What follows belongs to an exercise in optimizing a design on an open flow for small area, a short achievable clock period and few clock cycles; a production flow would make more cautious choices.
No functional check of the RTL was part of any run shown here.
Power and IR drop assume default switching activity.

## flow/design.v (module list and top-level ports; edited modules follow where they fit)
// module rtc_fields_to_epoch_seconds_unit: 1257 lines
module rtc_fields_to_epoch_seconds_unit (
  input  logic      clk,
  input  logic      rst,
  input  logic      start,
  output logic      busy,
  input  rfes_pkg::rfes_in_t  fields,
  output logic      done,
  output rfes_pkg::rfes_out_t result,
  input  logic      cfg_write,
  input  logic      cfg_index,
  input  logic      cfg_data
);
  // ...
==> flow/flow/run.sh <==
#!/bin/bash
# Standard layout, with the port buffers made of the smallest buffer cell,
# Yosys's generic fine-grained ABC pass skipped (so that the adders written as
# gates reach full-adder extraction as written), and clock tree synthesis
# without dummy loads.
set -euo pipefail
bash standard.sh SYNTH_ARGS=-noabc BUFFER_PORTS_ARGS="-buffer_cell sky130_fd_sc_hd__buf_1" \
  CTS_ARGS="-sink_clustering_enable -repair_clock_nets -buf_list sky130_fd_sc_hd__clkbuf_8 -dont_use_dummy_load" \
  finish > standard_flow.log 2>&1
==> flow/standard.sh <==
#!/bin/bash
# synth_recipe.tcl (not shown) runs the flow's synth.tcl, then flattens the netlist and writes it again
# the make line also repeats each setting of config.mk as NAME=value (left out here)
make -C /OpenROAD-flow-scripts/flow DESIGN_CONFIG=/design/flow/config.mk WORK_HOME=/design/flow/orfs CLKGATE_MAP_FILE= SYNTH_SCRIPT=/design/flow/synth_recipe.tcl "${@:-finish}"
==> flow/config.mk <==
export PLATFORM = sky130hd
export DESIGN_NAME = rtc_fields_to_epoch_seconds_unit
export DESIGN_NICKNAME = rtc_fields_to_epoch_seconds_unit
export VERILOG_FILES = /design/flow/design.v
export SDC_FILE = /design/flow/constraint.sdc
export NUM_CORES = 4
export LEC_CHECK = 0
export CAP_MARGIN = 20
export CORE_MARGIN = 2
export CORE_UTILIZATION = 40
export CTS_BUF_LIST = sky130_fd_sc_hd__clkbuf_8
export SETUP_SLACK_MARGIN = 5.0
export SLEW_MARGIN = 20
==> flow/constraint.sdc <==
create_clock -name core_clock -period 8.0 [get_ports {clk}]
set_input_delay 1.6000 -clock core_clock [delete_from_list [all_inputs] [get_ports {clk}]]
set_output_delay 1.6000 -clock core_clock [all_outputs]
set_load 0.01 [all_outputs]
==> out/qor.yml, run 1 <==
die:
  std_cell_rows: 50
  effective_utilization_at_floorplan_pct: 40.40
  taps: 234
power:
  power_frac_clock_pct: 15.0
  power-top-group: "combinational logic"
layout:
  regMostFlops: "res_q"
  nonClockInverterCount: 77
  largestClassByArea: "multi-input combinational cells"
  nets: 1002
  clock_buffers: 17
  commonest_cells_after_routing_fill_and_taps_aside: "131 x sky130_fd_sc_hd__dfxtp_1, 87 x sky130_fd_sc_hd__buf_1, 77 x sky130_fd_sc_hd__inv_1"
placement:
  placedCellCount: 1035
min_path:
  hp-start: "lo_q_4"
  worstHoldPathType: "reg2reg"
worst_setup_path:
  timing.critical_path.cells: "fa_1 > inv_1 > ha_1 > fa_1 > fa_1 > ha_1 > xor2_1"
  setup.reg_to_reg.worst_slack_ns: 5.16
  criticalPathCategory: "reg2reg"
logic_synthesis:
  synth_xor_xnor_area_share_pct: 3.500
  syn_area_mm2: 0.007507
  main_combinational_cell_family_by_area_after_synthesis: "adder cells"
  synth.mux.area_fraction_pct: 0.5500
  async_reset_ff_share_pct: 0
outcome:
  status: "timing/DRC/antenna clean"
drt:
  met1_length_mm: 7.105
clocking:
  postCtsHoldBufs: 0
  cts_made_buffers: 17
==> module rtc_fields_to_epoch_seconds_unit, before the edit <==
module rtc_fields_to_epoch_seconds_unit (
  input  logic      clk,
  input  logic      rst,
  input  logic      start,
  output logic      busy,
  input  rfes_pkg::rfes_in_t  fields,
  output logic      done,
  output rfes_pkg::rfes_out_t result,
  input  logic      cfg_write,
  input  logic      cfg_index,
  input  logic      cfg_data
);
  logic        bcd_mode;
  logic        twelve_hour_mode;
  always_ff @(posedge clk) begin
    if (rst) begin
      bcd_mode         <= 1'b1;
      twelve_hour_mode <= 1'b0;
    end else if (cfg_write) begin
      case (cfg_index)
        rfes_pkg::CFG_BCD_MODE:  bcd_mode         <= cfg_data;
        rfes_pkg::CFG_TWELVE_HR: twelve_hour_mode <= cfg_data;
        default:       bcd_mode         <= bcd_mode;
      endcase
    end
  end
  assign busy = 1'b0;
  logic [5:0]  sec6;
  logic [5:0]  min6;
  logic [4:0]  hv5;
  logic [4:0]  day5;
  logic [6:0]  yr7;
  logic [3:0]  mon4;
  logic [3:0]  h4;
  logic [4:0]  hr5;
  logic        leap;
  logic [3:0]  ml;
  logic [1:0]  fields_r;
  logic        err_sec, err_min, err_hr, err_day, err_mon, err_yr, err_all;
  logic t0;
  logic t1;
  logic t2;
  logic t3;
  logic t4;
  logic t5;
  logic t6;
  logic t7;
  logic t8;
  logic t9;
  logic t10;
  logic t11;
  logic t12;
  logic t13;
  logic t14;
  logic t15;
  logic t16;
  logic t17;
  logic t18;
  logic t19;
  logic t20;
  logic t21;
  logic t22;
  logic t23;
  logic t24;
  logic t25;
  logic t26;
  logic t27;
  logic t28;
  logic t29;
  logic t30;
  logic t31;
  logic t32;
  logic t33;
  logic t34;
  logic t35;
  logic t36;
  logic t37;
  logic t38;
  logic t39;
  logic t40;
  logic t41;
  logic t42;
  logic t43;
  logic t44;
  logic t45;
  logic t46;
  logic t47;
  logic t48;
  logic t49;
  logic t50;
  logic t51;
  logic t52;
  logic t53;
  logic t54;
  logic t55;
  logic t56;
  logic t57;
  logic t58;
  logic t59;
  logic t60;
  logic t61;
  logic t62;
  logic t63;
  logic t64;
  logic t65;
  logic t66;
  logic t67;
  logic t68;
  logic t69;
  logic t70;
  logic t71;
  logic t72;
  logic t73;
  logic t74;
  logic t75;
  logic t76;
  logic t77;
  logic t78;
  logic t79;
  logic t80;
  logic t81;
  logic t82;
  logic t83;
  logic t84;
  logic t85;
  logic t86;
  logic t87;
  logic t88;
  logic t89;
  logic t90;
  logic t91;
  logic t92;
  assign t0 = bcd_mode & fields.raw_seconds[4];
  assign t1 = bcd_mode & fields.raw_seconds[5];
  assign t2 = bcd_mode ? fields.raw_seconds[6] : fields.raw_seconds[4];
  assign t3 = ~bcd_mode & fields.raw_seconds[5];
  assign t4 = ~bcd_mode & fields.raw_seconds[6];
  assign t5 = fields.raw_seconds[3] ^ fields.raw_seconds[4];
  assign t6 = fields.raw_seconds[3] & fields.raw_seconds[4];
  assign t7 = fields.raw_seconds[5] ^ t3;
  assign t8 = fields.raw_seconds[5] & t3;
  assign t9 = fields.raw_seconds[6] ^ t4;
  assign t10 = fields.raw_seconds[6] & t4;
  assign t11 = fields.raw_seconds[1] ^ t0;
  assign t12 = fields.raw_seconds[2] ^ t1;
  assign t13 = t2 ^ t5;
  assign t14 = t7 ^ t6;
  assign t15 = t9 ^ t8;
  assign t16 = fields.raw_seconds[1] & t0;
  assign t17 = fields.raw_seconds[2] & t1;
  assign t18 = t2 & t5;
  assign t19 = t7 & t6;
  assign t20 = t9 & t8;
  assign t21 = t17 | (t12 & t16);
  assign t22 = t12 & t11;
  assign t23 = t19 | (t14 & t18);
  assign t24 = t14 & t13;
  assign t25 = t18 | (t13 & t21);
  assign t26 = t13 & t22;
  assign t27 = t23 | (t24 & t21);
  assign t28 = t24 & t22;
  assign t29 = t20 | (t15 & t27);
  assign t30 = t12 ^ t16;
  assign t31 = t13 ^ t21;
  assign t32 = t14 ^ t25;
  assign t33 = t15 ^ t27;
  assign t34 = bcd_mode & fields.raw_minutes[4];
  assign t35 = bcd_mode & fields.raw_minutes[5];
  assign t36 = bcd_mode ? fields.raw_minutes[6] : fields.raw_minutes[4];
  assign t37 = ~bcd_mode & fields.raw_minutes[5];
  assign t38 = ~bcd_mode & fields.raw_minutes[6];
  assign t39 = fields.raw_minutes[3] ^ fields.raw_minutes[4];
  assign t40 = fields.raw_minutes[3] & fields.raw_minutes[4];
  assign t41 = fields.raw_minutes[5] ^ t37;
  assign t42 = fields.raw_minutes[5] & t37;
  assign t43 = fields.raw_minutes[6] ^ t38;
  assign t44 = fields.raw_minutes[6] & t38;
  assign t45 = fields.raw_minutes[1] ^ t34;
  assign t46 = fields.raw_minutes[2] ^ t35;
  assign t47 = t36 ^ t39;
  assign t48 = t41 ^ t40;
  assign t49 = t43 ^ t42;
  assign t50 = fields.raw_minutes[1] & t34;
  assign t51 = fields.raw_minutes[2] & t35;
  assign t52 = t36 & t39;
  assign t53 = t41 & t40;
  assign t54 = t43 & t42;
  assign t55 = t51 | (t46 & t50);
  assign t56 = t46 & t45;
  assign t57 = t53 | (t48 & t52);
  assign t58 = t48 & t47;
  assign t59 = t52 | (t47 & t55);
  assign t60 = t47 & t56;
  assign t61 = t57 | (t58 & t55);
  assign t62 = t58 & t56;
  assign t63 = t54 | (t49 & t61);
  assign t64 = t46 ^ t50;
  assign t65 = t47 ^ t55;
  assign t66 = t48 ^ t59;
  assign t67 = t49 ^ t61;
  assign t68 = bcd_mode & fields.raw_monthday[4];
  assign t69 = bcd_mode & fields.raw_monthday[5];
  assign t70 = ~bcd_mode & fields.raw_monthday[4];
  assign t71 = ~bcd_mode & fields.raw_monthday[5];
  assign t72 = fields.raw_monthday[3] ^ fields.raw_monthday[4];
  assign t73 = fields.raw_monthday[3] & fields.raw_monthday[4];
  assign t74 = fields.raw_monthday[5] ^ t71;
  assign t75 = fields.raw_monthday[5] & t71;
  assign t76 = fields.raw_monthday[1] ^ t68;
  assign t77 = fields.raw_monthday[2] ^ t69;
  assign t78 = t70 ^ t72;
  assign t79 = t74 ^ t73;
  assign t80 = fields.raw_monthday[1] & t68;
  assign t81 = fields.raw_monthday[2] & t69;
  assign t82 = t70 & t72;
  assign t83 = t74 & t73;
  assign t84 = t81 | (t77 & t80);
  assign t85 = t77 & t76;
  assign t86 = t83 | (t79 & t82);
  assign t87 = t82 | (t78 & t84);
  assign t88 = t78 & t85;
  assign t89 = t86 | (t79 & t84);
  assign t90 = t77 ^ t80;
  assign t91 = t78 ^ t84;
  assign t92 = t79 ^ t87;
  assign sec6 = {t33, t32, t31, t30, t11, fields.raw_seconds[0]};
  assign min6 = {t67, t66, t65, t64, t45, fields.raw_minutes[0]};
  always_comb begin
    if (!bcd_mode) begin
      hv5 = fields.raw_hours[4:0];
    end else if (fields.raw_hours[5]) begin
      hv5 = {3'b101, fields.raw_hours[1:0]};
    end else if (fields.raw_hours[4]) begin
      hv5 = rfes_pkg::plus10(fields.raw_hours[3:0]);
    end else begin
      hv5 = {1'b0, fields.raw_hours[3:0]};
    end
  end
  assign day5 = {t92, t91, t90, t76, fields.raw_monthday[0]};
  assign yr7 = bcd_mode ? rfes_pkg::bcd_year(fields.raw_year) : fields.raw_year[6:0];
  always_comb begin
    err_sec = bcd_mode ? rfes_pkg::bcd_gt59(fields.raw_seconds) : rfes_pkg::gt8(fields.raw_seconds, 8'd59);
    err_min = bcd_mode ? rfes_pkg::bcd_gt59(fields.raw_minutes) : rfes_pkg::gt8(fields.raw_minutes, 8'd59);
    if (twelve_hour_mode) begin
      err_hr = bcd_mode ? rfes_pkg::bcd_bad_1_12(fields.raw_hours[6:0]) :
                          ((fields.raw_hours[6:0] == 7'd0) ||
                           rfes_pkg::gt8({1'b0, fields.raw_hours[6:0]}, 8'd12));
    end else begin
      err_hr = bcd_mode ? rfes_pkg::bcd_gt23(fields.raw_hours) : rfes_pkg::gt8(fields.raw_hours, 8'd23);
    end
    err_mon = bcd_mode ? (rfes_pkg::bcd_bad_1_12(fields.raw_month[6:0]) || fields.raw_month[7]) :
                         ((fields.raw_month == 8'd0) || rfes_pkg::gt8(fields.raw_month, 8'd12));
    err_yr  = bcd_mode ? rfes_pkg::bcd_gt99(fields.raw_year) : rfes_pkg::gt8(fields.raw_year, 8'd99);
  end
  always_comb begin
    if (bcd_mode && fields.raw_month[4]) begin
      mon4 = {1'b1, fields.raw_month[1], ~fields.raw_month[1], fields.raw_month[0]};
    end else begin
      mon4 = fields.raw_month[3:0];
    end
    if (bcd_mode && fields.raw_hours[4]) begin
      h4 = {1'b1, fields.raw_hours[1], ~fields.raw_hours[1], fields.raw_hours[0]};
    end else begin
      h4 = fields.raw_hours[3:0];
    end
    hr5 = twelve_hour_mode ? rfes_pkg::hour12(h4, fields.raw_hours[7]) : hv5;
    if (bcd_mode) begin
      leap = !fields.raw_year[0] && (fields.raw_year[1] == fields.raw_year[4]);
    end else begin
      leap = (fields.raw_year[1:0] == 2'b00);
    end
    ml[0] = (mon4 == 4'd2) && !leap;
    ml[1] = (mon4 == 4'd2) && leap;
    ml[2] = (mon4 == 4'd4) || (mon4 == 4'd6) || (mon4 == 4'd9) || (mon4 == 4'd11);
    ml[3] = !(ml[0] || ml[1] || ml[2]);
    err_day = (fields.raw_monthday == 8'd0) || rfes_pkg::day_gt(fields.raw_monthday, bcd_mode, ml);
    err_all = err_sec || err_min || err_hr || err_day || err_mon || err_yr;
    if (bcd_mode) begin
      fields_r = {fields.raw_year[1] ^ fields.raw_year[4], fields.raw_year[0]};
    end else begin
      fields_r = fields.raw_year[1:0];
    end
  end
  logic [3:0]  mona;
  logic [2:0]  monb;
  assign mona[0] = (mon4 == 4'd1) || (mon4 == 4'd5) || (mon4 == 4'd9);
  assign mona[1] = (mon4 == 4'd2) || (mon4 == 4'd6) || (mon4 == 4'd10);
  assign mona[2] = (mon4 == 4'd3) || (mon4 == 4'd7) || (mon4 == 4'd11);
  assign mona[3] = (mon4 == 4'd4) || (mon4 == 4'd8) || (mon4 == 4'd12);
  assign monb[0] = (mon4 == 4'd1) || (mon4 == 4'd2) || (mon4 == 4'd3) || (mon4 == 4'd4);
  assign monb[1] = (mon4 == 4'd5) || (mon4 == 4'd6) || (mon4 == 4'd7) || (mon4 == 4'd8);
  assign monb[2] = (mon4 == 4'd9) || (mon4 == 4'd10) || (mon4 == 4'd11) || (mon4 == 4'd12);
  logic        v_q;
  logic [5:0]  errs_q;
  logic        err_q;
  logic [4:0]  q_q;
  logic [1:0]  r_q;
  logic [3:0]  mona_q;   
  logic [2:0]  monb_q;   
  logic [4:0]  day_q;
  logic [4:0]  hr_q;
  logic [5:0]  min_q;
  logic [5:0]  sec_q;
  logic        leap_q;
  always_ff @(posedge clk) begin
    if (rst) begin
      v_q <= 1'b0;
    end else begin
      v_q <= start;
    end
  end
  always_ff @(posedge clk) begin
    errs_q <= {err_sec, err_min, err_hr, err_day, err_mon, err_yr};
    q_q   <= yr7[6:2];
    r_q   <= fields_r;
    mona_q <= mona;
    monb_q <= monb;
    day_q <= day5;
    hr_q  <= hr5;
    min_q <= min6;
    sec_q <= sec6;
    leap_q <= leap;
  end
  assign err_q = |errs_q;
  logic [31:0] epoch;
  logic [31:0] tab;
  logic [12:1] mon_q;
  assign mon_q[1] = mona_q[0] & monb_q[0];
  assign mon_q[2] = mona_q[1] & monb_q[0];
  assign mon_q[3] = mona_q[2] & monb_q[0];
  assign mon_q[4] = mona_q[3] & monb_q[0];
  assign mon_q[5] = mona_q[0] & monb_q[1];
  assign mon_q[6] = mona_q[1] & monb_q[1];
  assign mon_q[7] = mona_q[2] & monb_q[1];
  assign mon_q[8] = mona_q[3] & monb_q[1];
  assign mon_q[9] = mona_q[0] & monb_q[2];
  assign mon_q[10] = mona_q[1] & monb_q[2];
  assign mon_q[11] = mona_q[2] & monb_q[2];
  assign mon_q[12] = mona_q[3] & monb_q[2];
  assign tab[0] = 1'b0;
  assign tab[1] = 1'b0;
  assign tab[2] = 1'b0;
  assign tab[3] = 1'b0;
  assign tab[4] = 1'b0;
  assign tab[5] = 1'b0;
  assign tab[6] = 1'b0;
  assign tab[7] = (mon_q[1] & ~leap_q) | (mon_q[2] & leap_q) | mon_q[4] | mon_q[5] | mon_q[8] | mon_q[11] | mon_q[12];
  assign tab[8] = (mon_q[1] & ~leap_q) | mon_q[5] | mon_q[7] | mon_q[8] | mon_q[10] | mon_q[11];
  assign tab[9] = mon_q[1] | (mon_q[2] & ~leap_q) | mon_q[4] | mon_q[5] | mon_q[6] | mon_q[7] | mon_q[11];
  assign tab[10] = mon_q[3] | mon_q[5] | mon_q[6] | mon_q[10];
  assign tab[11] = mon_q[3] | mon_q[4] | mon_q[10] | mon_q[11] | mon_q[12];
  assign tab[12] = (mon_q[1] & leap_q) | (mon_q[2] & leap_q) | mon_q[5] | mon_q[6] | mon_q[12];
  assign tab[13] = (mon_q[1] & leap_q) | (mon_q[2] & ~leap_q) | mon_q[4] | mon_q[5] | mon_q[7] | mon_q[9] | mon_q[10];
  assign tab[14] = mon_q[1] | (mon_q[2] & leap_q) | mon_q[4] | mon_q[5] | mon_q[6] | mon_q[7] | mon_q[8];
  assign tab[15] = (mon_q[1] & ~leap_q) | (mon_q[2] & ~leap_q) | mon_q[3] | mon_q[5] | mon_q[6] | mon_q[10] | mon_q[11];
  assign tab[16] = (mon_q[1] & leap_q) | (mon_q[2] & ~leap_q) | mon_q[4] | mon_q[6] | mon_q[7] | mon_q[9] | mon_q[11] | mon_q[12];
  assign tab[17] = (mon_q[1] & ~leap_q) | mon_q[2] | mon_q[8] | mon_q[9] | mon_q[10] | mon_q[11] | mon_q[12];
  assign tab[18] = 1'b0;
  assign tab[19] = mon_q[1] | mon_q[3] | mon_q[5] | mon_q[7] | mon_q[9] | mon_q[11];
  assign tab[20] = mon_q[2] | mon_q[3] | mon_q[6] | mon_q[7] | mon_q[10] | mon_q[11];
  assign tab[21] = mon_q[2] | mon_q[5] | mon_q[7] | mon_q[8] | mon_q[10];
  assign tab[22] = mon_q[1] | mon_q[2] | mon_q[4] | mon_q[5] | mon_q[8] | mon_q[11];
  assign tab[23] = mon_q[3] | mon_q[4] | mon_q[5] | mon_q[9] | mon_q[10] | mon_q[11];
  assign tab[24] = mon_q[6] | mon_q[7] | mon_q[8] | mon_q[9] | mon_q[10] | mon_q[11];
  assign tab[25] = mon_q[12];
  assign tab[26] = 1'b0;
  assign tab[27] = 1'b0;
  assign tab[28] = 1'b0;
  assign tab[29] = 1'b0;
  assign tab[30] = 1'b0;
  assign tab[31] = 1'b0;
  logic t93;
  logic t94;
  logic t95;
  logic t96;
  logic t97;
  logic t98;
  logic t99;
  logic t100;
  logic t101;
  logic t102;
  logic t103;
  logic t104;
  logic t105;
  logic t106;
  logic t107;
  logic t108;
  logic t109;
  logic t110;
  logic t111;
  logic t112;
  logic t113;
  logic t114;
  logic t115;
  logic t116;
  logic t117;
  logic t118;
  logic t119;
  logic t120;
  logic t121;
  logic t122;
  logic t123;
  logic t124;
  logic t125;
  logic t126;
  logic t127;
  logic t128;
  logic t129;
  logic t130;
  logic t131;
  logic t132;
  logic t133;
  logic t134;
  logic t135;
  logic t136;
  logic t137;
  logic t138;
  logic t139;
  logic t140;
  logic t141;
  logic t142;
  logic t143;
  logic t144;
  logic t145;
  logic t146;
  logic t147;
  logic t148;
  logic t149;
  logic t150;
  logic t151;
  logic t152;
  logic t153;
  logic t154;
  logic t155;
  logic t156;
  logic t157;
  logic t158;
  logic t159;
  logic t160;
  logic t161;
  logic t162;
  logic t163;
  logic t164;
  logic t165;
  logic t166;
  logic t167;
  logic t168;
  logic t169;
  logic t170;
  logic t171;
  logic t172;
  logic t173;
  logic t174;
  logic t175;
  logic t176;
  logic t177;
  logic t178;
  logic t179;
  logic t180;
  logic t181;
  logic t182;
  logic t183;
  logic t184;
  logic t185;
  logic t186;
  logic t187;
  logic t188;
  logic t189;
  logic t190;
  logic t191;
  logic t192;
  logic t193;
  logic t194;
  logic t195;
  logic t196;
  logic t197;
  logic t198;
  logic t199;
  logic t200;
  logic t201;
  logic t202;
  logic t203;
  logic t204;
  logic t205;
  logic t206;
  logic t207;
  logic t208;
  logic t209;
  logic t210;
  logic t211;
  logic t212;
  logic t213;
  logic t214;
  logic t215;
  logic t216;
  logic t217;
  logic t218;
  logic t219;
  logic t220;
  logic t221;
  logic t222;
  logic t223;
  logic t224;
  logic t225;
  logic t226;
  logic t227;
  logic t228;
  logic t229;
  logic t230;
  logic t231;
  logic t232;
  logic t233;
  logic t234;
  logic t235;
  logic t236;
  logic t237;
  logic t238;
  logic t239;
  logic t240;
  logic t241;
  logic t242;
  logic t243;
  logic t244;
  logic t245;
  logic t246;
  logic t247;
  logic t248;
  logic t249;
  logic t250;
  logic t251;
  logic t252;
  logic t253;
  logic t254;
  logic t255;
  logic t256;
  logic t257;
  logic t258;
  logic t259;
  logic t260;
  logic t261;
  logic t262;
  logic t263;
  logic t264;
  logic t265;
  logic t266;
  logic t267;
  logic t268;
  logic t269;
  logic t270;
  logic t271;
  logic t272;
  logic t273;
  logic t274;
  logic t275;
  logic t276;
  logic t277;
  logic t278;
  logic t279;
  logic t280;
  logic t281;
  logic t282;
  logic t283;
  logic t284;
  logic t285;
  logic t286;
  logic t287;
  logic t288;
  logic t289;
  logic t290;
  logic t291;
  logic t292;
  logic t293;
  logic t294;
  logic t295;
  logic t296;
  assign t93 = ~q_q[0] ^ day_q[0];
  assign t94 = ~q_q[0] & day_q[0];
  assign t95 = ~q_q[1] ^ day_q[1] ^ day_q[0];
  assign t96 = (~q_q[1] & day_q[1]) | (day_q[0] & (~q_q[1] ^ day_q[1]));
  assign t97 = ~q_q[2] ^ day_q[2];
  assign t98 = ~q_q[2] & day_q[2];
  assign t99 = ~q_q[3] ^ day_q[3] ^ day_q[2];
  assign t100 = (~q_q[3] & day_q[3]) | (day_q[2] & (~q_q[3] ^ day_q[3]));
  assign t101 = ~q_q[4] ^ day_q[4] ^ day_q[3];
  assign t102 = (~q_q[4] & day_q[4]) | (day_q[3] & (~q_q[4] ^ day_q[4]));
  assign t103 = day_q[4] ^ day_q[0];
  assign t104 = day_q[4] & day_q[0];
  assign t105 = q_q[0] ^ day_q[1];
  assign t106 = q_q[0] & day_q[1];
  assign t107 = q_q[1] ^ day_q[2];
  assign t108 = q_q[1] & day_q[2];
  assign t109 = q_q[2] ^ day_q[3];
  assign t110 = q_q[2] & day_q[3];
  assign t111 = q_q[3] ^ day_q[4] ^ day_q[2];
  assign t112 = (q_q[3] & day_q[4]) | (day_q[2] & (q_q[3] ^ day_q[4]));
  assign t113 = q_q[4] ^ ~q_q[0];
  assign t114 = q_q[4] & ~q_q[0];
  assign t115 = hr_q[3] ^ ~min_q[5] ^ min_q[1];
  assign t116 = (hr_q[3] & ~min_q[5]) | (min_q[1] & (hr_q[3] ^ ~min_q[5]));
  assign t117 = hr_q[4] ^ min_q[2] ^ ~r_q[1];
  assign t118 = (hr_q[4] & min_q[2]) | (~r_q[1] & (hr_q[4] ^ min_q[2]));
  assign t119 = t94 ^ t95;
  assign t120 = t94 & t95;
  assign t121 = day_q[1] ^ ~hr_q[0] ^ min_q[3];
  assign t122 = (day_q[1] & ~hr_q[0]) | (min_q[3] & (day_q[1] ^ ~hr_q[0]));
  assign t123 = t97 ^ t96 ^ tab[9];
  assign t124 = (t97 & t96) | (tab[9] & (t97 ^ t96));
  assign t125 = ~hr_q[1] ^ min_q[4] ^ r_q[0];
  assign t126 = (~hr_q[1] & min_q[4]) | (r_q[0] & (~hr_q[1] ^ min_q[4]));
  assign t127 = t98 ^ t99 ^ tab[10];
  assign t128 = (t98 & t99) | (tab[10] & (t98 ^ t99));
  assign t129 = ~hr_q[2] ^ min_q[5] ^ r_q[1];
  assign t130 = (~hr_q[2] & min_q[5]) | (r_q[1] & (~hr_q[2] ^ min_q[5]));
  assign t131 = t101 ^ t100 ^ tab[11];
  assign t132 = (t101 & t100) | (tab[11] & (t101 ^ t100));
  assign t133 = ~hr_q[3] ^ hr_q[0] ^ ~r_q[0];
  assign t134 = (~hr_q[3] & hr_q[0]) | (~r_q[0] & (~hr_q[3] ^ hr_q[0]));
  assign t135 = t103 ^ t102 ^ tab[12];
  assign t136 = (t103 & t102) | (tab[12] & (t103 ^ t102));
  assign t137 = ~hr_q[4] ^ hr_q[1] ^ ~r_q[1];
  assign t138 = (~hr_q[4] & hr_q[1]) | (~r_q[1] & (~hr_q[4] ^ hr_q[1]));
  assign t139 = t105 ^ t104 ^ tab[13];
  assign t140 = (t105 & t104) | (tab[13] & (t105 ^ t104));
  assign t141 = day_q[0] ^ hr_q[2] ^ r_q[0];
  assign t142 = (day_q[0] & hr_q[2]) | (r_q[0] & (day_q[0] ^ hr_q[2]));
  assign t143 = t107 ^ t106 ^ tab[14];
  assign t144 = (t107 & t106) | (tab[14] & (t107 ^ t106));
  assign t145 = day_q[1] ^ hr_q[3] ^ r_q[1];
  assign t146 = (day_q[1] & hr_q[3]) | (r_q[1] & (day_q[1] ^ hr_q[3]));
  assign t147 = t109 ^ t108 ^ tab[15];
  assign t148 = (t109 & t108) | (tab[15] & (t109 ^ t108));
  assign t149 = day_q[0] ^ hr_q[4] ^ r_q[0];
  assign t150 = (day_q[0] & hr_q[4]) | (r_q[0] & (day_q[0] ^ hr_q[4]));
  assign t151 = t110 ^ t111 ^ tab[16];
  assign t152 = (t110 & t111) | (tab[16] & (t110 ^ t111));
  assign t153 = day_q[3] ^ day_q[1] ^ r_q[1];
  assign t154 = (day_q[3] & day_q[1]) | (r_q[1] & (day_q[3] ^ day_q[1]));
  assign t155 = t113 ^ t112 ^ tab[17];
  assign t156 = (t113 & t112) | (tab[17] & (t113 ^ t112));
  assign t157 = ~q_q[1] ^ day_q[4] ^ day_q[2];
  assign t158 = (~q_q[1] & day_q[4]) | (day_q[2] & (~q_q[1] ^ day_q[4]));
  assign t159 = 1'b1 ^ t114;
  assign t160 = 1'b1 & t114;
  assign t161 = ~q_q[2] ^ q_q[0] ^ day_q[3];
  assign t162 = (~q_q[2] & q_q[0]) | (day_q[3] & (~q_q[2] ^ q_q[0]));
  assign t163 = ~q_q[3] ^ q_q[1];
  assign t164 = ~q_q[3] & q_q[1];
  assign t165 = ~q_q[4] ^ q_q[2];
  assign t166 = ~q_q[4] & q_q[2];
  assign t167 = ~r_q[0] ^ t93;
  assign t168 = ~r_q[0] & t93;
  assign t169 = t117 ^ t116 ^ t119;
  assign t170 = (t117 & t116) | (t119 & (t117 ^ t116));
  assign t171 = t121 ^ t118 ^ t120;
  assign t172 = (t121 & t118) | (t120 & (t121 ^ t118));
  assign t173 = t125 ^ t122 ^ t127;
  assign t174 = (t125 & t122) | (t127 & (t125 ^ t122));
  assign t175 = t129 ^ t126 ^ t131;
  assign t176 = (t129 & t126) | (t131 & (t129 ^ t126));
  assign t177 = t133 ^ t130 ^ t135;
  assign t178 = (t133 & t130) | (t135 & (t133 ^ t130));
  assign t179 = t137 ^ t134 ^ t139;
  assign t180 = (t137 & t134) | (t139 & (t137 ^ t134));
  assign t181 = t141 ^ t138 ^ t143;
  assign t182 = (t141 & t138) | (t143 & (t141 ^ t138));
  assign t183 = t145 ^ t142 ^ t147;
  assign t184 = (t145 & t142) | (t147 & (t145 ^ t142));
  assign t185 = t149 ^ t146 ^ t151;
  assign t186 = (t149 & t146) | (t151 & (t149 ^ t146));
  assign t187 = t153 ^ t150 ^ t155;
  assign t188 = (t153 & t150) | (t155 & (t153 ^ t150));
  assign t189 = t157 ^ t154 ^ t159;
  assign t190 = (t157 & t154) | (t159 & (t157 ^ t154));
  assign t191 = t161 ^ t158 ^ t160;
  assign t192 = (t161 & t158) | (t160 & (t161 ^ t158));
  assign t193 = day_q[4] ^ t163 ^ t162;
  assign t194 = (day_q[4] & t163) | (t162 & (day_q[4] ^ t163));
  assign t195 = ~r_q[0] ^ t165 ^ t164;
  assign t196 = (~r_q[0] & t165) | (t164 & (~r_q[0] ^ t165));
  assign t197 = q_q[3] ^ ~r_q[1] ^ t166;
  assign t198 = (q_q[3] & ~r_q[1]) | (t166 & (q_q[3] ^ ~r_q[1]));
  assign t199 = q_q[4] ^ ~q_q[0];
  assign t200 = q_q[4] & ~q_q[0];
  assign t201 = ~min_q[0] ^ sec_q[2];
  assign t202 = ~min_q[0] & sec_q[2];
  assign t203 = ~min_q[1] ^ sec_q[3];
  assign t204 = ~min_q[1] & sec_q[3];
  assign t205 = hr_q[0] ^ ~min_q[2] ^ sec_q[4];
  assign t206 = (hr_q[0] & ~min_q[2]) | (sec_q[4] & (hr_q[0] ^ ~min_q[2]));
  assign t207 = hr_q[1] ^ ~min_q[3] ^ sec_q[5];
  assign t208 = (hr_q[1] & ~min_q[3]) | (sec_q[5] & (hr_q[1] ^ ~min_q[3]));
  assign t209 = hr_q[2] ^ ~min_q[4] ^ min_q[0];
  assign t210 = (hr_q[2] & ~min_q[4]) | (min_q[0] & (hr_q[2] ^ ~min_q[4]));
  assign t211 = t115 ^ t167 ^ tab[7];
  assign t212 = (t115 & t167) | (tab[7] & (t115 ^ t167));
  assign t213 = t168 ^ tab[8] ^ t169;
  assign t214 = (t168 & tab[8]) | (t169 & (t168 ^ tab[8]));
  assign t215 = t171 ^ t170 ^ t123;
  assign t216 = (t171 & t170) | (t123 & (t171 ^ t170));
  assign t217 = t172 ^ t124 ^ t173;
  assign t218 = (t172 & t124) | (t173 & (t172 ^ t124));
  assign t219 = t128 ^ t175 ^ t174;
  assign t220 = (t128 & t175) | (t174 & (t128 ^ t175));
  assign t221 = t132 ^ t177 ^ t176;
  assign t222 = (t132 & t177) | (t176 & (t132 ^ t177));
  assign t223 = t136 ^ t179 ^ t178;
  assign t224 = (t136 & t179) | (t178 & (t136 ^ t179));
  assign t225 = t140 ^ t181 ^ t180;
  assign t226 = (t140 & t181) | (t180 & (t140 ^ t181));
  assign t227 = t144 ^ t183 ^ t182;
  assign t228 = (t144 & t183) | (t182 & (t144 ^ t183));
  assign t229 = t148 ^ t185 ^ t184;
  assign t230 = (t148 & t185) | (t184 & (t148 ^ t185));
  assign t231 = t152 ^ t187 ^ t186;
  assign t232 = (t152 & t187) | (t186 & (t152 ^ t187));
  assign t233 = t189 ^ t156 ^ t188;
  assign t234 = (t189 & t156) | (t188 & (t189 ^ t156));
  assign t235 = tab[19] ^ t191 ^ t190;
  assign t236 = (tab[19] & t191) | (t190 & (tab[19] ^ t191));
  assign t237 = tab[20] ^ t193 ^ t192;
  assign t238 = (tab[20] & t193) | (t192 & (tab[20] ^ t193));
  assign t239 = t195 ^ tab[21] ^ t194;
  assign t240 = (t195 & tab[21]) | (t194 & (t195 ^ tab[21]));
  assign t241 = t197 ^ t196 ^ tab[22];
  assign t242 = (t197 & t196) | (tab[22] & (t197 ^ t196));
  assign t243 = t199 ^ t198 ^ tab[23];
  assign t244 = (t199 & t198) | (tab[23] & (t199 ^ t198));
  assign t245 = ~q_q[1] ^ t200 ^ tab[24];
  assign t246 = (~q_q[1] & t200) | (tab[24] & (~q_q[1] ^ t200));
  assign t247 = ~q_q[2] ^ r_q[0] ^ tab[25];
  assign t248 = (~q_q[2] & r_q[0]) | (tab[25] & (~q_q[2] ^ r_q[0]));
  assign t249 = ~q_q[3] ^ r_q[1];
  assign t250 = ~q_q[3] & r_q[1];
  assign t251 = ~q_q[4] ^ q_q[0] ^ 1'b1;
  assign t252 = (~q_q[4] & q_q[0]) | (1'b1 & (~q_q[4] ^ q_q[0]));
  assign t253 = 1'b1 ^ t201;
  assign t254 = t203 ^ t202;
  assign t255 = t205 ^ t204;
  assign t256 = t207 ^ t206;
  assign t257 = t209 ^ t208;
  assign t258 = t211 ^ t210;
  assign t259 = t213 ^ t212;
  assign t260 = 1'b0 ^ 1'b0;
  assign t261 = 1'b1 & t201;
  assign t262 = t203 & t202;
  assign t263 = t205 & t204;
  assign t264 = t207 & t206;
  assign t265 = t209 & t208;
  assign t266 = t211 & t210;
  assign t267 = t213 & t212;
  assign t268 = 1'b0 & 1'b0;
  assign t269 = t262 | (t254 & t261);
  assign t270 = t254 & t253;
  assign t271 = t264 | (t256 & t263);
  assign t272 = t256 & t255;
  assign t273 = t266 | (t258 & t265);
  assign t274 = t258 & t257;
  assign t275 = t268 | (t260 & t267);
  assign t276 = t263 | (t255 & t269);
  assign t277 = t255 & t270;
  assign t278 = t271 | (t272 & t269);
  assign t279 = t272 & t270;
  assign t280 = t267 | (t259 & t273);
  assign t281 = t259 & t274;
  assign t282 = t275 | (t260 & t273);
  assign t283 = t265 | (t257 & t278);
  assign t284 = t257 & t279;
  assign t285 = t273 | (t274 & t278);
  assign t286 = t274 & t279;
  assign t287 = t280 | (t281 & t278);
  assign t288 = t281 & t279;
  assign t289 = t282 | (t260 & t278);
  assign t290 = t254 ^ t261;
  assign t291 = t255 ^ t269;
  assign t292 = t256 ^ t276;
  assign t293 = t257 ^ t278;
  assign t294 = t258 ^ t283;
  assign t295 = t259 ^ t285;
  assign t296 = t260 ^ t287;
  logic        v2_q;
  logic        err2_q;
  logic        lo_q_0;
  logic        lo_q_1;
  logic        lo_q_2;
  logic        lo_q_3;
  logic        lo_q_4;
  logic        lo_q_5;
  logic        lo_q_6;
  logic        lo_q_7;
  logic        lo_q_8;
  logic        cy_q;
  logic        cs0_q_9;
  logic        cs1_q_9;
  logic        cs0_q_10;
  logic        cs1_q_10;
  logic        cs0_q_11;
  logic        cs1_q_11;
  logic        cs0_q_12;
  logic        cs1_q_12;
  logic        cs0_q_13;
  logic        cs1_q_13;
  logic        cs0_q_14;
  logic        cs1_q_14;
  logic        cs0_q_15;
  logic        cs1_q_15;
  logic        cs0_q_16;
  logic        cs1_q_16;
  logic        cs0_q_17;
  logic        cs1_q_17;
  logic        cs0_q_18;
  logic        cs1_q_18;
  logic        cs0_q_19;
  logic        cs1_q_19;
  logic        cs0_q_20;
  logic        cs1_q_20;
  logic        cs0_q_21;
  logic        cs1_q_21;
  logic        cs0_q_22;
  logic        cs1_q_22;
  logic        cs0_q_23;
  logic        cs1_q_23;
  logic        cs0_q_24;
  logic        cs1_q_24;
  logic        cs0_q_25;
  logic        cs1_q_25;
  logic        cs0_q_26;
  logic        cs1_q_26;
  logic        cs0_q_27;
  logic        cs1_q_27;
  logic        cs0_q_28;
  logic        cs1_q_28;
  logic        cs0_q_29;
  logic        cs1_q_29;
  logic        cs0_q_30;
  logic        cs0_q_31;
  always_ff @(posedge clk) begin
    if (rst) begin
      v2_q <= 1'b0;
    end else begin
      v2_q <= v_q;
    end
  end
  always_ff @(posedge clk) begin
    err2_q <= err_q;
    lo_q_0 <= sec_q[0];
    lo_q_1 <= sec_q[1];
    lo_q_2 <= t253;
    lo_q_3 <= t290;
    lo_q_4 <= t291;
    lo_q_5 <= t292;
    lo_q_6 <= t293;
    lo_q_7 <= t294;
    lo_q_8 <= t295;
    cy_q <= t296;
    cs0_q_9 <= t215;
    cs1_q_9 <= t214;
    cs0_q_10 <= t217;
    cs1_q_10 <= t216;
    cs0_q_11 <= t219;
    cs1_q_11 <= t218;
    cs0_q_12 <= t221;
    cs1_q_12 <= t220;
    cs0_q_13 <= t223;
    cs1_q_13 <= t222;
    cs0_q_14 <= t225;
    cs1_q_14 <= t224;
    cs0_q_15 <= t227;
    cs1_q_15 <= t226;
    cs0_q_16 <= t229;
    cs1_q_16 <= t228;
    cs0_q_17 <= t231;
    cs1_q_17 <= t230;
    cs0_q_18 <= t233;
    cs1_q_18 <= t232;
    cs0_q_19 <= t235;
    cs1_q_19 <= t234;
    cs0_q_20 <= t237;
    cs1_q_20 <= t236;
    cs0_q_21 <= t239;
    cs1_q_21 <= t238;
    cs0_q_22 <= t241;
    cs1_q_22 <= t240;
    cs0_q_23 <= t243;
    cs1_q_23 <= t242;
    cs0_q_24 <= t245;
    cs1_q_24 <= t244;
    cs0_q_25 <= t247;
    cs1_q_25 <= t246;
    cs0_q_26 <= t249;
    cs1_q_26 <= t248;
    cs0_q_27 <= t251;
    cs1_q_27 <= t250;
    cs0_q_28 <= q_q[1];
    cs1_q_28 <= t252;
    cs0_q_29 <= q_q[2];
    cs1_q_29 <= 1'b1;
    cs0_q_30 <= q_q[3];
    cs0_q_31 <= q_q[4];
  end
  logic t297;
  logic t298;
  logic t299;
  logic t300;
  logic t301;
  logic t302;
  logic t303;
  logic t304;
  logic t305;
  logic t306;
  logic t307;
  logic t308;
  logic t309;
  logic t310;
  logic t311;
  logic t312;
  logic t313;
  logic t314;
  logic t315;
  logic t316;
  logic t317;
  logic t318;
  logic t319;
  logic t320;
  logic t321;
  logic t322;
  logic t323;
  logic t324;
  logic t325;
  logic t326;
  logic t327;
  logic t328;
  logic t329;
  logic t330;
  logic t331;
  logic t332;
  logic t333;
  logic t334;
  logic t335;
  logic t336;
  logic t337;
  logic t338;
  logic t339;
  logic t340;
  logic t341;
  logic t342;
  logic t343;
  logic t344;
  logic t345;
  logic t346;
  logic t347;
  logic t348;
  logic t349;
  logic t350;
  logic t351;
  logic t352;
  logic t353;
  logic t354;
  logic t355;
  logic t356;
  logic t357;
  logic t358;
  logic t359;
  logic t360;
  logic t361;
  logic t362;
  logic t363;
  logic t364;
  logic t365;
  logic t366;
  logic t367;
  logic t368;
  logic t369;
  logic t370;
  logic t371;
  logic t372;
  logic t373;
  logic t374;
  logic t375;
  logic t376;
  logic t377;
  logic t378;
  logic t379;
  logic t380;
  logic t381;
  logic t382;
  logic t383;
  logic t384;
  logic t385;
  logic t386;
  logic t387;
  logic t388;
  logic t389;
  logic t390;
  logic t391;
  logic t392;
  logic t393;
  logic t394;
  logic t395;
  logic t396;
  logic t397;
  logic t398;
  logic t399;
  logic t400;
  logic t401;
  logic t402;
  logic t403;
  logic t404;
  logic t405;
  logic t406;
  logic t407;
  logic t408;
  logic t409;
  logic t410;
  logic t411;
  logic t412;
  logic t413;
  logic t414;
  logic t415;
  logic t416;
  logic t417;
  logic t418;
  logic t419;
  logic t420;
  logic t421;
  logic t422;
  logic t423;
  logic t424;
  logic t425;
  logic t426;
  logic t427;
  logic t428;
  logic t429;
  logic t430;
  logic t431;
  logic t432;
  logic t433;
  logic t434;
  logic t435;
  logic t436;
  logic t437;
  logic t438;
  logic t439;
  logic t440;
  logic t441;
  logic t442;
  logic t443;
  logic t444;
  logic t445;
  logic t446;
  logic t447;
  logic t448;
  logic t449;
  logic t450;
  logic t451;
  logic t452;
  logic t453;
  logic t454;
  logic t455;
  logic t456;
  logic t457;
  logic t458;
  logic t459;
  logic t460;
  logic t461;
  logic t462;
  logic t463;
  logic t464;
  logic t465;
  logic t466;
  logic t467;
  assign t297 = cy_q ^ cy_q;
  assign t298 = cs0_q_9 ^ cs1_q_9;
  assign t299 = cs0_q_10 ^ cs1_q_10;
  assign t300 = cs0_q_11 ^ cs1_q_11;
  assign t301 = cs0_q_12 ^ cs1_q_12;
  assign t302 = cs0_q_13 ^ cs1_q_13;
  assign t303 = cs0_q_14 ^ cs1_q_14;
  assign t304 = cs0_q_15 ^ cs1_q_15;
  assign t305 = cs0_q_16 ^ cs1_q_16;
  assign t306 = cs0_q_17 ^ cs1_q_17;
  assign t307 = cs0_q_18 ^ cs1_q_18;
  assign t308 = cs0_q_19 ^ cs1_q_19;
  assign t309 = cs0_q_20 ^ cs1_q_20;
  assign t310 = cs0_q_21 ^ cs1_q_21;
  assign t311 = cs0_q_22 ^ cs1_q_22;
  assign t312 = cs0_q_23 ^ cs1_q_23;
  assign t313 = cs0_q_24 ^ cs1_q_24;
  assign t314 = cs0_q_25 ^ cs1_q_25;
  assign t315 = cs0_q_26 ^ cs1_q_26;
  assign t316 = cs0_q_27 ^ cs1_q_27;
  assign t317 = cs0_q_28 ^ cs1_q_28;
  assign t318 = cs0_q_29 ^ cs1_q_29;
  assign t319 = cs0_q_30 ^ 1'b0;
  assign t320 = cs0_q_31 ^ 1'b0;
  assign t321 = cy_q & cy_q;
  assign t322 = cs0_q_9 & cs1_q_9;
  assign t323 = cs0_q_10 & cs1_q_10;
  assign t324 = cs0_q_11 & cs1_q_11;
  assign t325 = cs0_q_12 & cs1_q_12;
  assign t326 = cs0_q_13 & cs1_q_13;
  assign t327 = cs0_q_14 & cs1_q_14;
  assign t328 = cs0_q_15 & cs1_q_15;
  assign t329 = cs0_q_16 & cs1_q_16;
  assign t330 = cs0_q_17 & cs1_q_17;
  assign t331 = cs0_q_18 & cs1_q_18;
  assign t332 = cs0_q_19 & cs1_q_19;
  assign t333 = cs0_q_20 & cs1_q_20;
  assign t334 = cs0_q_21 & cs1_q_21;
  assign t335 = cs0_q_22 & cs1_q_22;
  assign t336 = cs0_q_23 & cs1_q_23;
  assign t337 = cs0_q_24 & cs1_q_24;
  assign t338 = cs0_q_25 & cs1_q_25;
  assign t339 = cs0_q_26 & cs1_q_26;
  assign t340 = cs0_q_27 & cs1_q_27;
  assign t341 = cs0_q_28 & cs1_q_28;
  assign t342 = cs0_q_29 & cs1_q_29;
  assign t343 = cs0_q_30 & 1'b0;
  assign t344 = cs0_q_31 & 1'b0;
  assign t345 = t322 | (t298 & t321);
  assign t346 = t298 & t297;
  assign t347 = t324 | (t300 & t323);
  assign t348 = t300 & t299;
  assign t349 = t326 | (t302 & t325);
  assign t350 = t302 & t301;
  assign t351 = t328 | (t304 & t327);
  assign t352 = t304 & t303;
  assign t353 = t330 | (t306 & t329);
  assign t354 = t306 & t305;
  assign t355 = t332 | (t308 & t331);
  assign t356 = t308 & t307;
  assign t357 = t334 | (t310 & t333);
  assign t358 = t310 & t309;
  assign t359 = t336 | (t312 & t335);
  assign t360 = t312 & t311;
  assign t361 = t338 | (t314 & t337);
  assign t362 = t314 & t313;
  assign t363 = t340 | (t316 & t339);
  assign t364 = t316 & t315;
  assign t365 = t342 | (t318 & t341);
  assign t366 = t318 & t317;
  assign t367 = t344 | (t320 & t343);
  assign t368 = t323 | (t299 & t345);
  assign t369 = t299 & t346;
  assign t370 = t347 | (t348 & t345);
  assign t371 = t348 & t346;
  assign t372 = t327 | (t303 & t349);
  assign t373 = t303 & t350;
  assign t374 = t351 | (t352 & t349);
  assign t375 = t352 & t350;
  assign t376 = t331 | (t307 & t353);
  assign t377 = t307 & t354;
  assign t378 = t355 | (t356 & t353);
  assign t379 = t356 & t354;
  assign t380 = t335 | (t311 & t357);
  assign t381 = t311 & t358;
  assign t382 = t359 | (t360 & t357);
  assign t383 = t360 & t358;
  assign t384 = t339 | (t315 & t361);
  assign t385 = t315 & t362;
  assign t386 = t363 | (t364 & t361);
  assign t387 = t364 & t362;
  assign t388 = t343 | (t319 & t365);
  assign t389 = t319 & t366;
  assign t390 = t367 | (t320 & t365);
  assign t391 = t325 | (t301 & t370);
  assign t392 = t301 & t371;
  assign t393 = t349 | (t350 & t370);
  assign t394 = t350 & t371;
  assign t395 = t372 | (t373 & t370);
  assign t396 = t373 & t371;
  assign t397 = t374 | (t375 & t370);
  assign t398 = t375 & t371;
  assign t399 = t333 | (t309 & t378);
  assign t400 = t309 & t379;
  assign t401 = t357 | (t358 & t378);
  assign t402 = t358 & t379;
  assign t403 = t380 | (t381 & t378);
  assign t404 = t381 & t379;
  assign t405 = t382 | (t383 & t378);
  assign t406 = t383 & t379;
  assign t407 = t341 | (t317 & t386);
  assign t408 = t317 & t387;
  assign t409 = t365 | (t366 & t386);
  assign t410 = t366 & t387;
  assign t411 = t388 | (t389 & t386);
  assign t412 = t389 & t387;
  assign t413 = t390 | (t320 & t386);
  assign t414 = t329 | (t305 & t397);
  assign t415 = t305 & t398;
  assign t416 = t353 | (t354 & t397);
  assign t417 = t354 & t398;
  assign t418 = t376 | (t377 & t397);
  assign t419 = t377 & t398;
  assign t420 = t378 | (t379 & t397);
  assign t421 = t379 & t398;
  assign t422 = t399 | (t400 & t397);
  assign t423 = t400 & t398;
  assign t424 = t401 | (t402 & t397);
  assign t425 = t402 & t398;
  assign t426 = t403 | (t404 & t397);
  assign t427 = t404 & t398;
  assign t428 = t405 | (t406 & t397);
  assign t429 = t406 & t398;
  assign t430 = t337 | (t313 & t428);
  assign t431 = t313 & t429;
  assign t432 = t361 | (t362 & t428);
  assign t433 = t362 & t429;
  assign t434 = t384 | (t385 & t428);
  assign t435 = t385 & t429;
  assign t436 = t386 | (t387 & t428);
  assign t437 = t387 & t429;
  assign t438 = t407 | (t408 & t428);
  assign t439 = t408 & t429;
  assign t440 = t409 | (t410 & t428);
  assign t441 = t410 & t429;
  assign t442 = t411 | (t412 & t428);
  assign t443 = t412 & t429;
  assign t444 = t413 | (t320 & t428);
  assign t445 = t298 ^ t321;
  assign t446 = t299 ^ t345;
  assign t447 = t300 ^ t368;
  assign t448 = t301 ^ t370;
  assign t449 = t302 ^ t391;
  assign t450 = t303 ^ t393;
  assign t451 = t304 ^ t395;
  assign t452 = t305 ^ t397;
  assign t453 = t306 ^ t414;
  assign t454 = t307 ^ t416;
  assign t455 = t308 ^ t418;
  assign t456 = t309 ^ t420;
  assign t457 = t310 ^ t422;
  assign t458 = t311 ^ t424;
  assign t459 = t312 ^ t426;
  assign t460 = t313 ^ t428;
  assign t461 = t314 ^ t430;
  assign t462 = t315 ^ t432;
  assign t463 = t316 ^ t434;
  assign t464 = t317 ^ t436;
  assign t465 = t318 ^ t438;
  assign t466 = t319 ^ t440;
  assign t467 = t320 ^ t442;
  assign epoch = {t467, t466, t465, t464, t463, t462, t461, t460, t459, t458, t457, t456, t455, t454, t453, t452, t451, t450, t449, t448, t447, t446, t445, lo_q_8, lo_q_7, lo_q_6, lo_q_5, lo_q_4, lo_q_3, lo_q_2, lo_q_1, lo_q_0};
  logic        v3_q;
  logic [32:0] res_q;
  always_ff @(posedge clk) begin
    if (rst) begin
      v3_q <= 1'b0;
    end else begin
      v3_q <= v2_q;
    end
  end
  always_ff @(posedge clk) begin
    res_q <= {epoch, err2_q};
  end
  assign done   = v3_q;
  assign result = res_q;
endmodule
==> run 2, diff against run 1 <==
--- a/flow/design.v
+++ b/flow/design.v
@@ -852,7 +852,7 @@
     ml[1] = (mon4 == 4'd2) && leap;
     ml[2] = (mon4 == 4'd4) || (mon4 == 4'd6) || (mon4 == 4'd9) || (mon4 == 4'd11);
     ml[3] = !(ml[0] || ml[1] || ml[2]);
-    err_day = (fields.raw_monthday == 8'd0) || rfes_pkg::day_gt(fields.raw_monthday, bcd_mode, ml);
+    err_day = (fields.raw_monthday == 8'd0) || rfes_pkg::day_gt(fields.raw_monthday, bcd_mode, 4'b1000);
     err_all = err_sec || err_min || err_hr || err_day || err_mon || err_yr;
     if (bcd_mode) begin
       fields_r = {fields.raw_year[1] ^ fields.raw_year[4], fields.raw_year[0]};
@@ -900,10 +900,13 @@
     sec_q <= sec6;
     leap_q <= leap;
   end
-  assign err_q = |errs_q;
+  logic [12:1] mon_q;
+  logic        err_ml;
+  assign err_ml = (mon_q[2] && !leap_q && (day_q > 5'd28)) || (mon_q[2] && leap_q && (day_q > 5'd29)) ||
+                  ((mon_q[4] || mon_q[6] || mon_q[9] || mon_q[11]) && (day_q == 5'd31));
+  assign err_q  = (|errs_q) || err_ml;
   logic [31:0] epoch;
   logic [31:0] tab;
-  logic [12:1] mon_q;
   assign mon_q[1] = mona_q[0] & monb_q[0];
   assign mon_q[2] = mona_q[1] & monb_q[0];
   assign mon_q[3] = mona_q[2] & monb_q[0];
==> run 2 against run 1 <==
Still clean on timing, DRC and antenna; cell count shrank 4.5%; register-to-register slack lost 0.06 ns; sequential share of layout area grew 0.73 points; non-clock buffer count did not move; combinational power about the same.
==> out/qor.yml, run 2 <==
outcome:
  status: "timing/DRC/antenna clean"  # unchanged
drt:
  vias: 4816  # was 5,163
  dr_wl_met3_um: 599  # was 637 um
  routed_wirelength_mm: 13.58  # was 14.28 mm
  via_per_inst: 4.792  # was 4.908
  drt_iter0_markers: 207  # was 181
  drc_violation_count_after_routing: 0  # unchanged
  detail-route-antenna-nets: 0  # unchanged
  first_pass_iters: 4  # was 5
  top_signal_layer_used: "met4"  # unchanged
  routedWlPerCell_um: 13.51  # was 13.58 um
  met2_length_mm: 6.092  # was 6.308 mm
  met1_length_mm: 6.703  # was 7.105 mm
clocking:
  cts_made_buffers: 17  # unchanged
  clock-root-buffer: "sky130_fd_sc_hd__clkbuf_8"  # unchanged
  numClockSinks: 135  # unchanged
  clk_pin_slew_ns: 0.07  # was 0.06 ns
  cts_max_level: 4  # unchanged
  cts_tree: "built"  # unchanged
  clock_latency_ns: 0.44  # about the same
  max-clock-path-buffers: 2  # unchanged
worst_setup_path:
  worstPathBufferInverterCount: 1  # unchanged
  critical_path_peak_fanout: 6  # unchanged
  critPathLaunchType: "register"  # unchanged
  required_ns: 8.32  # was 8.31 ns
  worst_path_most_repeated_cell: "sky130_fd_sc_hd__fa_1"  # unchanged
  criticalPathCategory: "reg2reg"  # unchanged
  cp_top_family: "adder cells"  # unchanged
  timing.critical_path.arrival_ns: 3.22  # was 3.15 ns
  slowest_delay_ns: 0.60  # was 0.58 ns
  critical_path_origin: "q_q[1]"  # unchanged
  setup.reg_to_reg.worst_slack_ns: 5.10  # was 5.16 ns
  crit-reg2reg-launch: "q_q[1]"  # unchanged
  timing.critical_path.to_type: "register"  # unchanged
  cpMaxStageDelayCell: "sky130_fd_sc_hd__dfxtp_1"  # was sky130_fd_sc_hd__fa_1
  timing.critical_path.cells: "fa_1 > inv_1 > ha_1 > fa_1 > fa_1 > ha_1 > xor2_1"  # unchanged
timing:
  unrepaired_setup_endpoints_after_global_routing: "no"  # unchanged
  totalNegativeSetupSlack_ns: 0  # unchanged
  setup_viol: 0  # unchanged
  layout_min_cycle_time_ns: 2.903  # was 2.839 ns
  postLayoutSetupSlackWorst_ns: 5.097  # was 5.161 ns
  timing.final.hold_violations: 0  # unchanged
  worst_hold_slack_ns: 0.3173  # was 0.3210 ns
  timing.max_slew.rel_slack_pct: 57.99  # was 54.08%
  worst_clock_skew_ns: 0.02553  # was 0.02935 ns
  fmax_ghz: 0.3445  # was 0.3523 GHz
  slew_violations: 0  # unchanged
  tightest_slew_ns: 0.6302  # was 0.6888 ns
  min_period_over_period_pct: 36.29  # was 35.48%
placement:
  placedCellCount: 988  # was 1,035
  place_worst_setup_slack_ns: 4.789  # was 4.759 ns
  port-buffer-count: 87  # unchanged
  dp_hpwl_mm: 10.88  # was 11.19 mm
  routabilityCongestion: 0.8897  # was 0.8857
  placement.cell_area_mm2: 0.007833  # was 0.007999 mm2
layout:
  final_util_pct: 44.97  # was 44.34%
  regMostFlops: "res_q"  # unchanged
  largest_register_ffs: 33  # unchanged
  n_antenna_cell: 0  # unchanged
  most_common_cell_after_layout_fill_and_taps_aside: "sky130_fd_sc_hd__dfxtp_1"  # unchanged
  layout_stage_area_growth_over_the_synthesis_result_pct: 10.36  # was 9.733%
  nets: 960  # was 1,002
  layout.cells.non_filler: 1005  # was 1,052
  final_cell_area_mm2: 0.008078  # was 0.008238 mm2
  drive_above_1_share_pct: 4.639  # was 4.034%
  commonest_cells_after_routing_fill_and_taps_aside: "128 x sky130_fd_sc_hd__dfxtp_1, 87 x sky130_fd_sc_hd__buf_1, 76 x sky130_fd_sc_hd__inv_1, 76 x sky130_fd_sc_hd__fa_1, 51 x sky130_fd_sc_hd__ha_1"  # was 131 x sky130_fd_sc_hd__dfxtp_1, 87 x sky130_fd_sc_hd__buf_1, 77 x sky130_fd_sc_hd__inv_1
logic_synthesis:
  ys_ff_latch: 135  # unchanged
  yosysTopAreaCell: "sky130_fd_sc_hd__dfxtp_1"  # unchanged
  synth_nets: 881  # was 930
  yosysUniqueCellTypes: 60  # was 65
  commonest_cells_in_the_synthesized_netlist: "135 x sky130_fd_sc_hd__dfxtp_1, 77 x sky130_fd_sc_hd__fa_1, 76 x sky130_fd_sc_hd__inv_1"  # was 135 x sky130_fd_sc_hd__dfxtp_1, 77 x sky130_fd_sc_hd__fa_1, 77 x sky130_fd_sc_hd__inv_1
  synth_seq_area_share_pct: 36.92  # was 36.00%
  synth_top_area_share_pct: 36.92  # was 36.00%
  ys_warn_count: 1  # unchanged
  postSynth.topFlopCell: "sky130_fd_sc_hd__dfxtp_1"  # unchanged
  number_of_synthesized_flops_with_an_enable_pin: 0  # unchanged
  synth.top_cells.by_area: "sky130_fd_sc_hd__dfxtp_1 37%, sky130_fd_sc_hd__fa_1 21%, sky130_fd_sc_hd__ha_1 8.7%"  # was sky130_fd_sc_hd__dfxtp_1 36%, sky130_fd_sc_hd__fa_1 21%, sky130_fd_sc_hd__ha_1 8.5%
  synthesis.instances: 699  # was 748
  synth_area_per_cell_um2: 10.47  # was 10.04 um2
  async_reset_ff_share_pct: 0  # unchanged
  syn_area_mm2: 0.007320  # was 0.007507 mm2
  yosysMostFrequentCell: "sky130_fd_sc_hd__dfxtp_1"  # unchanged
die:
  die_area_mm2: 0.01940  # was 0.01988 mm2
  effective_utilization_at_floorplan_pct: 40.75  # was 40.40%
  ioPinCount: 89  # unchanged
  core_area_mm2: 0.01796  # was 0.01858 mm2
  std_cell_rows: 49  # was 50
  fp.dieW_um: 139.3  # was 141.0 um
  overall_die_height_um: 139.3  # was 141.0 um
global_route:
  first_global_vias: 4745  # was 4,993
  grt_antenna_before_repair: 0  # unchanged
  grt_max_degree: 24  # was 26
  globalRouteOverflowTotal: 0  # unchanged
  grt_first_pass_wirelength_mm: 22.92  # was 24.32 mm
  grt_usage_pct: 14.85  # was 15.52%
power:
  p_leak_nw: 3.570  # was 3.629 nW
  pwr_density_cell_mw_per_mm2: 326.2  # was 320.8 mW/mm2
  ir_drop_mv: 0.1285  # was 0.1297 mV
  total_power_mw: 2.635  # was 2.643 mW
min_path:
  hp-start: "lo_q_8"  # was lo_q_4
  worstHoldPathType: "reg2reg"  # unchanged
run:
  max_cap_violations: 0  # unchanged
run 2: cell types whose count changed after synthesis, moves of 5 or more:
| cell | delta |
|---|---|
| sky130_fd_sc_hd__a21oi_1 | -5 |
| sky130_fd_sc_hd__clkbuf_1 | -6 |
| sky130_fd_sc_hd__nor2b_1 | -6 |
| sky130_fd_sc_hd__nor2_1 | -11 |
| sky130_fd_sc_hd__o21ai_0 | -11 |
| sky130_fd_sc_hd__nand3_1 | -9 |
run 2: cells by family after synthesis:
family,synth area share [%]
AO/OA/AOI/OAI,13.88
AND/OR/NAND/NOR,9.180
flip-flops,36.92
adder cells (fa/ha/maj),30.05
buffers and inverters,5.402
XOR/XNOR,3.949
multiplexers,0.5641
other,0.05123
run 2: what timing repair did:
item / 4_1_cts / 5_1_grt
resized for setup: 2 / 7
setup endpoints to repair: 2 / 5
gates cloned: 0 / 0
hold buffers: 0 / 0
setup buffers: 0 / 0
run 2: area by class of cell:
type | instances | area [um2]
Fill cell | 1736 | 9886
Clock buffer | 17 | 234.0
Tap cell | 229 | 286.5
Sequential cell | 135 | 2714
Timing Repair Buffer | 88 | 334.1
Multi-Input combinational cell | 460 | 4224
Inverter | 76 | 285.3
run 2: per-layer routing:
layer	GRT usage [%]	vias to the layer above
met2	22.55	109
li1	-	2481
met3	3.854	13
met5	0	-
met1	20.83	2213
met4	4.732	0
run 2: path summary, 6_finish.rpt:
kind | depth (start not counted) | endpoint
setup / recovery | 7 | lo_q_8
hold / removal | 0 | res_q[9]
setup reg to reg | 7 | lo_q_8
hold reg to reg | 0 | res_q[9]
run 2: power breakdown:
| part | leakage (nW) | switching, mW | internal, mW |
|---|---|---|---|
| sequential | 1.14 | 0.103 | 0.924 |
| combinational | 2.31 | 0.659 | 0.560 |
| clock | 0.122 | 0.204 | 0.186 |

separate check: timing with driven ports:
The results above use ideal ports. As a check the final layouts listed here were re-extracted and re-timed, cells and wires unchanged. Step 1 sets driving cells, clkbuf_16 on the clock port and buf_2 on the other inputs (assumed; they add their load-dependent delay and slew). Step 2 adds t to the input delays and takes it off the output delays; t is the mean of the earliest and latest rising clock arrival at the registers after step 1. Input paths then give back, and output paths get back, about the clock's delay inside the block. a / b / c = no drivers / after step 1 / after step 2; a / b = the first two.
| run | t (ns) | setup WS [ns] | worst setup path after step 2 | slew at the worst register clock pin (ns) | cell pins on the clock port's net |
|---|---|---|---|---|---|
| run 1 | 0.465 | 5.161 / 5.161 / 4.732 | input to register | 0.08 / 0.08 | 1 |
| run 2 | 0.460 | 5.097 / 5.097 / 4.791 | input to register | 0.07 / 0.07 | 1 |
After both steps setup and hold are still met in every run listed. For run 1, which loses most, drivers alone change the setup slack by 0.000 ns; drivers and shift together by -0.429 ns.
